This is an optimization exercise on Yosys and OpenROAD, whose aim is small area and a short achievable clock period, not a production implementation. Only simulation tests tie the RTL to the original design; equivalence was not proved. Power is estimated from default activity; no workload was simulated.

### flow/run.sh
#!/bin/bash
# synth_recipe.tcl (not shown) runs the flow's synth.tcl, then flattens the netlist and writes it again
# the make line also repeats each setting of config.mk as NAME=value (left out here)
make -C /OpenROAD-flow-scripts/flow DESIGN_CONFIG=/design/flow/config.mk WORK_HOME=/design/flow/orfs CLKGATE_MAP_FILE= SYNTH_SCRIPT=/design/flow/synth_recipe.tcl finish
### flow/config.mk
export PLATFORM = sky130hd
export DESIGN_NAME = vector_sequencer
export DESIGN_NICKNAME = vector_sequencer
export VERILOG_FILES = /design/flow/design.v
export SDC_FILE = /design/flow/constraint.sdc
export NUM_CORES = 4
export LEC_CHECK = 0
export CAP_MARGIN = 20
export CORE_MARGIN = 2
export CORE_UTILIZATION = 40
export SLEW_MARGIN = 20
### flow/constraint.sdc
create_clock -name core_clock -period 5.0 [get_ports {clk_i}]
set_input_delay 1.0000 -clock core_clock [delete_from_list [all_inputs] [get_ports {clk_i}]]
set_output_delay 1.0000 -clock core_clock [all_outputs]
set_load 0.01 [all_outputs]
### flow/design.v
package seq_pkg;
  typedef logic [$clog2(8)-1:0] vid_t;
  typedef logic [$clog2(32)-1:0] vreg_t;
  typedef logic [8-1:0] vmask_t;
  typedef enum logic [3:0] {
    VADD,
    VSUB,
    VAND,
    VMUL,
    VMACC,
    VLE,
    VSE
  } op_e;
  typedef enum logic [1:0] {
    UNIT_ALU   = 2'd0,
    UNIT_MUL   = 2'd1,
    UNIT_LOAD  = 2'd2,
    UNIT_STORE = 2'd3
  } unit_e;
  typedef enum logic {
    IDLE,
    WAIT
  } seq_state_e;
  typedef struct packed {
    op_e   op;
    vreg_t vd;
    vreg_t vs1;
    vreg_t vs2;
    logic  use_vd;
    logic  use_vs1;
    logic  use_vs2;
    logic  vm;
  } seq_req_t;
  typedef struct packed {
    vid_t   id;
    op_e    op;
    unit_e  unit;
    vreg_t  vd;
    vreg_t  vs1;
    vreg_t  vs2;
    logic   vm;
    vmask_t hazard;
  } unit_req_t;
  typedef struct packed {
    logic error;
  } seq_resp_t;
  typedef struct packed {
    vmask_t store;
    vmask_t load;
    vmask_t mul;
    vmask_t alu;
  } unit_done_t;
  function automatic unit_e unit_of(op_e op);
    case (op)
      4'd3, 4'd4: unit_of = unit_e'(2'd1);
      4'd5:       unit_of = unit_e'(2'd2);
      4'd6:       unit_of = unit_e'(2'd3);
      default:    unit_of = unit_e'(2'd0);
    endcase
  endfunction
endpackage
module insn_tracker (
  input  logic                clk_i,
  input  logic                rst_ni,
  input  logic                issue_i,
  input  seq_pkg::unit_req_t  issue_req_i,
  input  seq_pkg::unit_done_t unit_done_i,
  output seq_pkg::vmask_t     running_o,
  output seq_pkg::vid_t       next_id_o,
  output logic                full_o,
  output logic                idle_o
);
  logic [3:0][8-1:0] rows_q, rows_d;
  logic [3:0][8-1:0] done_rows;
  assign done_rows = unit_done_i;
  always_comb begin
    rows_d = rows_q & ~done_rows;
    if (issue_i) begin
      rows_d[issue_req_i.unit][issue_req_i.id] = 1'b1;
    end
  end
  always_ff @(posedge clk_i or negedge rst_ni) begin
    if (!rst_ni) begin
      rows_q <= '0;
    end else begin
      rows_q <= rows_d;
    end
  end
  assign running_o = rows_q[0] | rows_q[1] | rows_q[2] | rows_q[3];
  assign full_o    = &running_o;
  assign idle_o    = ~|running_o;
  always_comb begin
    next_id_o = '0;
    for (int i = 8 - 1; i >= 0; i--) begin
      if (!running_o[i]) begin
        next_id_o = seq_pkg::vid_t'(i);
      end
    end
  end
endmodule
module hazard_scoreboard (
  input  logic              clk_i,
  input  logic              rst_ni,
  input  seq_pkg::seq_req_t req_i,
  input  seq_pkg::vmask_t   running_i,
  input  logic              issue_i,
  input  seq_pkg::vid_t     next_id_i,
  output seq_pkg::vmask_t   hazard_o
);
  localparam seq_pkg::vreg_t VMASK = 0;
  seq_pkg::vid_t [32-1:0] wr_vid_q, wr_vid_d;
  seq_pkg::vid_t [32-1:0] rd_vid_q, rd_vid_d;
  logic          [32-1:0] wr_vld_q, wr_vld_d;
  logic          [32-1:0] rd_vld_q, rd_vld_d;
  logic          [32-1:0] wr_live, rd_live;
  always_comb begin
    for (int v = 0; v < 32; v++) begin
      wr_live[v] = wr_vld_q[v] & running_i[wr_vid_q[v]];
      rd_live[v] = rd_vld_q[v] & running_i[rd_vid_q[v]];
    end
  end
  always_comb begin
    hazard_o = '0;
    if (req_i.use_vs1 && wr_live[req_i.vs1]) begin
      hazard_o[wr_vid_q[req_i.vs1]] = 1'b1;
    end
    if (req_i.use_vs2 && wr_live[req_i.vs2]) begin
      hazard_o[wr_vid_q[req_i.vs2]] = 1'b1;
    end
    if (!req_i.vm && wr_live[VMASK]) begin
      hazard_o[wr_vid_q[VMASK]] = 1'b1;
    end
    if (req_i.use_vd) begin
      if (wr_live[req_i.vd]) begin
        hazard_o[wr_vid_q[req_i.vd]] = 1'b1;
      end
      if (rd_live[req_i.vd]) begin
        hazard_o[rd_vid_q[req_i.vd]] = 1'b1;
      end
    end
  end
  always_comb begin
    wr_vid_d = wr_vid_q;
    rd_vid_d = rd_vid_q;
    wr_vld_d = wr_live;
    rd_vld_d = rd_live;
    if (issue_i) begin
      if (req_i.use_vd) begin
        wr_vid_d[req_i.vd] = next_id_i;
        wr_vld_d[req_i.vd] = 1'b1;
      end
      if (req_i.use_vs1) begin
        rd_vid_d[req_i.vs1] = next_id_i;
        rd_vld_d[req_i.vs1] = 1'b1;
      end
      if (req_i.use_vs2) begin
        rd_vid_d[req_i.vs2] = next_id_i;
        rd_vld_d[req_i.vs2] = 1'b1;
      end
      if (!req_i.vm) begin
        rd_vid_d[VMASK] = next_id_i;
        rd_vld_d[VMASK] = 1'b1;
      end
    end
  end
  always_ff @(posedge clk_i or negedge rst_ni) begin
    if (!rst_ni) begin
      wr_vid_q <= '0;
      rd_vid_q <= '0;
      wr_vld_q <= '0;
      rd_vld_q <= '0;
    end else begin
      wr_vid_q <= wr_vid_d;
      rd_vid_q <= rd_vid_d;
      wr_vld_q <= wr_vld_d;
      rd_vld_q <= rd_vld_d;
    end
  end
endmodule
module unit_queue_counters (
  input  logic                clk_i,
  input  logic                rst_ni,
  input  logic                issue_i,
  input  seq_pkg::unit_e      issue_unit_i,
  input  seq_pkg::unit_done_t unit_done_i,
  output logic [3:0]          unit_ready_o
);
  localparam int unsigned DEPTH_0 = 4;
  localparam int unsigned DEPTH_1 = 4;
  localparam int unsigned DEPTH_2 = 2;
  localparam int unsigned DEPTH_3 = 2;
  localparam int unsigned MAX_01 = (DEPTH_0 > DEPTH_1) ? DEPTH_0 : DEPTH_1;
  localparam int unsigned MAX_23 = (DEPTH_2 > DEPTH_3) ? DEPTH_2 : DEPTH_3;
  localparam int unsigned MAX_DEPTH = (MAX_01 > MAX_23) ? MAX_01 : MAX_23;
  localparam int unsigned CNT_W = $clog2(MAX_DEPTH + 1);
  logic [3:0][8-1:0] done_rows;
  assign done_rows = unit_done_i;
  for (genvar u = 0; u < 4; u++) begin : gen_cnt
    logic [CNT_W-1:0] cnt_q;
    logic             up;
    logic             down;
    assign up   = issue_i && (issue_unit_i == u);
    assign down = |done_rows[u];
    always_ff @(posedge clk_i or negedge rst_ni) begin
      if (!rst_ni) begin
        cnt_q <= '0;
      end else if (up && !down) begin
        cnt_q <= cnt_q + 1'b1;
      end else if (down && !up) begin
        cnt_q <= cnt_q - 1'b1;
      end
    end
    localparam int unsigned DEPTH_U = (u == 0) ? DEPTH_0 :
                                      (u == 1) ? DEPTH_1 :
                                      (u == 2) ? DEPTH_2 : DEPTH_3;
    assign unit_ready_o[u] = cnt_q < DEPTH_U;
  end
endmodule
module issue_fsm (
  input  logic               clk_i,
  input  logic               rst_ni,
  input  seq_pkg::seq_req_t  req_i,
  input  logic               req_valid_i,
  output logic               req_ready_o,
  input  seq_pkg::vmask_t    running_i,
  input  seq_pkg::vid_t      next_id_i,
  input  logic               full_i,
  input  seq_pkg::vmask_t    hazard_i,
  input  logic [3:0]         unit_ready_i,
  input  logic               unit_req_ready_i,
  output seq_pkg::unit_req_t unit_req_o,
  output logic               unit_req_valid_o,
  output logic               issue_o,
  output seq_pkg::unit_req_t issue_req_o,
  input  logic               addrgen_ack_i,
  input  logic               addrgen_error_i,
  output seq_pkg::seq_resp_t resp_o,
  output logic               resp_valid_o
);
  seq_pkg::seq_state_e state_q, state_d;
  seq_pkg::unit_e      unit;
  logic                is_mem;
  logic                held;
  assign unit   = seq_pkg::unit_of(req_i.op);
  assign is_mem = (unit == seq_pkg::UNIT_LOAD) || (unit == seq_pkg::UNIT_STORE);
  assign held   = unit_req_valid_o && !unit_req_ready_i;
  assign issue_o = (state_q == seq_pkg::IDLE) && req_valid_i && !held &&
                   !full_i && unit_ready_i[unit];
  always_comb begin
    issue_req_o        = '0;
    issue_req_o.id     = next_id_i;
    issue_req_o.op     = req_i.op;
    issue_req_o.unit   = unit;
    issue_req_o.vd     = req_i.vd;
    issue_req_o.vs1    = req_i.vs1;
    issue_req_o.vs2    = req_i.vs2;
    issue_req_o.vm     = req_i.vm;
    issue_req_o.hazard = hazard_i;
  end
  always_comb begin
    state_d      = state_q;
    req_ready_o  = 1'b0;
    resp_o       = '0;
    resp_valid_o = 1'b0;
    unique case (state_q)
      seq_pkg::IDLE: begin
        if (held) begin
          req_ready_o = 1'b0;
        end else if (req_valid_i) begin
          req_ready_o = issue_o && !is_mem;
          if (issue_o && is_mem) begin
            state_d = seq_pkg::WAIT;
          end
        end else begin
          req_ready_o = 1'b1;
        end
      end
      seq_pkg::WAIT: begin
        if (addrgen_ack_i) begin
          req_ready_o  = 1'b1;
          resp_valid_o = 1'b1;
          resp_o.error = addrgen_error_i;
          state_d      = seq_pkg::IDLE;
        end
      end
      default: state_d = seq_pkg::IDLE;
    endcase
  end
  always_ff @(posedge clk_i or negedge rst_ni) begin
    if (!rst_ni) begin
      state_q          <= seq_pkg::IDLE;
      unit_req_valid_o <= 1'b0;
    end else begin
      state_q          <= state_d;
      unit_req_valid_o <= issue_o || held;
    end
  end
  always_ff @(posedge clk_i) begin
    if (issue_o) begin
      unit_req_o <= issue_req_o;
    end
  end
endmodule
module vector_sequencer (
  input  logic                clk_i,
  input  logic                rst_ni,
  input  logic [22:0]         req_i,
  input  logic                req_valid_i,
  output logic                req_ready_o,
  output logic                resp_o,
  output logic                resp_valid_o,
  output logic                idle_o,
  output logic [32:0]         unit_req_o,
  output logic                unit_req_valid_o,
  input  logic                unit_req_ready_i,
  input  logic [31:0]         unit_done_i,
  input  logic                addrgen_ack_i,
  input  logic                addrgen_error_i
);
  seq_pkg::seq_req_t   req;
  seq_pkg::seq_resp_t  resp;
  seq_pkg::unit_req_t  unit_req;
  seq_pkg::unit_done_t unit_done;
  assign req        = req_i;
  assign unit_done  = unit_done_i;
  assign resp_o     = resp.error;
  assign unit_req_o = unit_req;
  seq_pkg::vmask_t    running;
  seq_pkg::vid_t      next_id;
  logic               full;
  seq_pkg::vmask_t    hazard;
  logic [3:0]         unit_ready;
  logic               issue;
  seq_pkg::unit_req_t issue_req;
  insn_tracker i_tracker (
    .clk_i       (clk_i),
    .rst_ni      (rst_ni),
    .issue_i     (issue),
    .issue_req_i (issue_req),
    .unit_done_i (unit_done),
    .running_o   (running),
    .next_id_o   (next_id),
    .full_o      (full),
    .idle_o      (idle_o)
  );
  hazard_scoreboard i_scoreboard (
    .clk_i     (clk_i),
    .rst_ni    (rst_ni),
    .req_i     (req),
    .running_i (running),
    .issue_i   (issue),
    .next_id_i (next_id),
    .hazard_o  (hazard)
  );
  unit_queue_counters i_counters (
    .clk_i        (clk_i),
    .rst_ni       (rst_ni),
    .issue_i      (issue),
    .issue_unit_i (seq_pkg::unit_of(req.op)),
    .unit_done_i  (unit_done),
    .unit_ready_o (unit_ready)
  );
  issue_fsm i_fsm (
    .clk_i            (clk_i),
    .rst_ni           (rst_ni),
    .req_i            (req),
    .req_valid_i      (req_valid_i),
    .req_ready_o      (req_ready_o),
    .running_i        (running),
    .next_id_i        (next_id),
    .full_i           (full),
    .hazard_i         (hazard),
    .unit_ready_i     (unit_ready),
    .unit_req_ready_i (unit_req_ready_i),
    .unit_req_o       (unit_req),
    .unit_req_valid_o (unit_req_valid_o),
    .issue_o          (issue),
    .issue_req_o      (issue_req),
    .addrgen_ack_i    (addrgen_ack_i),
    .addrgen_error_i  (addrgen_error_i),
    .resp_o           (resp),
    .resp_valid_o     (resp_valid_o)
  );
endmodule
==> implementation parameters <==
Parameter                              Value

Detailed routing
  Drt first-iter violations    3419
  Average vias per placed instance    6.925
  Number of search-and-repair iterations in the first detailed-routing pass    6
  Post-detailed-route count of antenna-violating nets    0
  # DRC    0
  Final wirelength    114800 µm
  Via count    25310
  Routed length per instance    31.41 µm

STA
  Total negative setup slack    0 ps
  Worst slew slack as a fraction of its limit    0.3342
  Maximum clock rate    213.1 MHz
  Final hold vios    0
  Final Critical Period    4693 ps
  Final Max Tran Viols    0
  Final critical-path share of the clock period    0.9387
  RSZ-0062 raised after global routing    no
  Slew at the pin closest to its max-slew limit    998.8 ps
  Clock skew after layout    18.31 ps
  Endpoints failing setup    0

Setup path
  Worst setup slack for register-to-register paths    420 ps
  Crit path arrival time    3690 ps
  Data required, critical path    4000 ps
  Worst r2r src    i_tracker.rows_q[24]
  Worst Setup Path Type    register to output port
  Worst Setup End Kind    output port
  Slowest CP cell    sky130_fd_sc_hd__or4_1
  Terminus of the critical flop-to-flop path    i_fsm.unit_req_o[2]
  CP max stage delay    920 ps
  Critical path launch point type    register
  Series of cell instances along the critical path    or4_1 > buf_4 > nand4_1 > buf_4 > o2111ai_4 > o21ai_0 > a21o_1 > clkdlybuf4s50_1
  Maximum fanout count along the critical path    8
  Most numerous cell on the critical path    sky130_fd_sc_hd__buf_4
  Depth of the most critical reg-to-reg path    11

Power
  Peak supply drop    0.2945 mV
  Static Leakage    0.01115 µW
  Power per cell area    300.2 nW/µm²

Layout
  Number of fill cells in the layout    5830
  Combined area of the multi-input logic cells    15130 µm²
  Sequential cell area in the final layout    8548 µm²
  Nets    2931
  Final core area utilization    0.4707
  Area overhead of the layout relative to synthesis    16.70%
  Proportion of layout cells with a drive suffix above 1    0.1791

GRT
  Pin count of the biggest net entering global routing    121
  Global-route wire length before repair    167200 µm
  Vias in the first global route    24335
  Antenna violations before repair    3
  Total overflow reported by the global router    0
  GRT Total Usage    0.3568

Clocking
  Clk root buf    sky130_fd_sc_hd__clkbuf_16
  CTS sink cnt    335
  Count of hold buffers inserted by post-cts repair    0
  Worst-Skew Late Latency    590 ps
  CTS H-Tree Depth    2
  CTS tree    done
  Total of cells resized after clock tree synthesis    0
  Maximum root-to-sink buffer count    3
  Clock transition at the registers of the reported paths    60 ps
  Number of buffers inserted by post-CTS setup repair    0
  Total clock buffers created by CTS    42

Yosys
  Post-synth ARST share    0.9015
  Cell types with the largest area share after synthesis    sky130_fd_sc_hd__dfrtp_1, sky130_fd_sc_hd__mux4_2, sky130_fd_sc_hd__nand2_1
  Avg Synthesized Cell Area    9.137 µm²
  Sequential fraction of the synthesis area    0.3447
  Post-synth top flop    sky130_fd_sc_hd__dfrtp_1
  Flops & latches, synth    335
  Post-Syn Area    24800 µm²
  List of most frequent post-synthesis cells    sky130_fd_sc_hd__nand2_1, sky130_fd_sc_hd__dfrtp_1, sky130_fd_sc_hd__nor2_1, sky130_fd_sc_hd__o21ai_0, sky130_fd_sc_hd__clkbuf_1
  Library cells used by synthesis    89
  Number of instances in the synthesized netlist    2714
  Most frequent cell after synthesis    sky130_fd_sc_hd__nand2_1
  Library cell occupying the most area in the post-synthesis netlist    sky130_fd_sc_hd__dfrtp_1
  Warnings, synthesis    5
  Syn Nets    2810
  Top cell type's share of synthesized area    0.3047
  Count of flip-flops with a built-in enable after synthesis    33

Floorplanning
  Floorplan row count    91
  Die outline width    253.0 µm
  Area of the core region    61480 µm²
  Vertical die dimension    253.0 µm
  Starting density of the core    0.4033
  I/O pin cnt    99
  Total Die Area    64000 µm²

Hold path
  Hold Crit Class    input port to async pin

Placement
  Buffers on Ports    98
  DP HPWL    82250 µm
  Final weighted congestion in routability-driven placement    1.048

Outcome
  Result of the run    complete, no violations

Job
  MaxCap Viol Count    0
-- worst max-delay path, delay by kind of cell (launching register included) --
| family | cells | cell delay (ps) |
|---|---|---|
| DFF | 1 | 410 |
| and+or+nand+nor | 2 | 1150 |
| AOI/OAI and AO/OA | 3 | 430 |
| buffers and inverters | 3 | 1110 |
-- kinds of logic (layout without fill, tap and decap cells) --
| kind of cell | Yosys count | after routing | synth area share |
|---|---|---|---|
| and+or+nand+nor | 1007 | 1007 | 0.1971 |
| other | 0 | 1 | 0 |
| buffers and inverters | 303 | 453 | 0.04859 |
| AOI/OAI and AO/OA | 686 | 686 | 0.1846 |
| muxes | 315 | 315 | 0.1945 |
| DFF | 335 | 335 | 0.3447 |
| xor gates and xnor gates | 33 | 33 | 0.01166 |
| adders and majority gates | 35 | 35 | 0.01887 |
-- stage by stage --
step           instances  hold slack [ps]  setup WS (ps)  instance area (µm²)  total power (µW)
2_1_floorplan       2714            432.4          383.8                24800              4699
3_3_place_gp        3581            459.1          316.0                27650              5650
3_5_place_dp        3581            470.3          250.4                27650              5716
4_1_cts             3654            489.1          317.4                28940              8651
5_1_grt             3654            494.2          122.0                28940              9004
6_report            3655            464.5          306.6                28940              8687
-- placed cells by master, fill, tap and decap left out, drive strengths merged, types with 11 or more instances in the layout --
master,instances
nand4,24
a2111oi,39
nor4,26
nor3b,19
and3,21
a32oi,23
nor3,48
mux4,126
a31oi,30
clkbuf,61
nor2b,25
nor4b,14
mux2i,114
nand2,369
buf,197
o21ai,207
inv,89
o22ai,84
nand2b,38
dfrtp,302
a21oi,81
xnor2,19
xor2,14
a22oi,43
a211oi,37
or4,25
nor2,213
a22o,22
or2,11
ha,31
nand3b,28
nand3,107
edfxtp,33
o211ai,21
mux2,75
clkinv,13
clkdlybuf4s50,91
and2,11
-- flip-flops by register name (all words and copies together), names as in the netlist --
name                      flops
i_scoreboard.rd_vid_q        96
i_scoreboard.rd_vld_q        32
i_fsm.unit_req_valid_o        1
i_scoreboard.wr_vid_q        96
i_tracker.rows_q             32
i_fsm.state_q                 1
i_scoreboard.wr_vld_q        32
i_fsm.unit_req_o             33
i_counters.gen_cnt.cnt_q     12
-- worst max path at each step --
stage	start	slack [ps]	cells after the start	to
after floorplan	req_i[14]	380	15	i_fsm.unit_req_o[4]
after global placement	req_i[5]	320	11	i_fsm.unit_req_o[4]
after detailed placement	req_i[14]	250	11	i_fsm.unit_req_o[2]
after CTS	req_i[21]	320	9	req_ready_o
after global routing	req_i[21]	120	9	req_ready_o
final	i_tracker.rows_q[29]	310	8	req_ready_o
-- report_power, final --
part	leakage, µW	switching, µW	internal, µW	total [µW]
registers	0.00445	411	3010	3430
clock network	0.000634	1260	1690	2950
logic	0.00607	1370	949	2310
-- metal layers --
layer,vias to the layer above,global-route usage,part of all wire
li1,10490,-,-
met5,-,0,0.00032
met1,12555,0.4817,0.39
met2,1867,0.5290,0.43
met3,392,0.09406,0.12
met4,6,0.1770,0.056
-- area by class of cell --
cell class / instances / share of cell area
antenna: 1 / 0.00008647
clock buffer: 61 / 0.04086
clock inverter: 12 / 0.003718
inverter: 92 / 0.01193
multi-input combinational: 2076 / 0.5228
sequential: 335 / 0.2954
tap: 790 / 0.03415
timing repair buffer: 288 / 0.09105

==> re-timing with driven ports <==
How much do the figures lean on ideal ports? The routed layout below was timed once more, with nothing changed but the port constraints. Step 1 sets driving cells, clkbuf_16 on the clock port and buf_2 on the other inputs (assumed; they add their load-dependent delay and slew). Step 2 times the ports against the registers' clock, not the clock port: input delays grow and output delays shrink by t, the midpoint of the rising clock arrivals with the driver on. a / b / c = ideal / step 1 / step 2; a / b = the first two.
shift t [ns]: 0.640
slack for setup (ns): 0.307 / 0.245 / 0.124
latest minus earliest clock arrival (ns): 0.024 / 0.024
After both steps this run still meets setup and hold. The setup slack of this run moves by -0.062 ns with the drivers and by -0.183 ns with both steps.
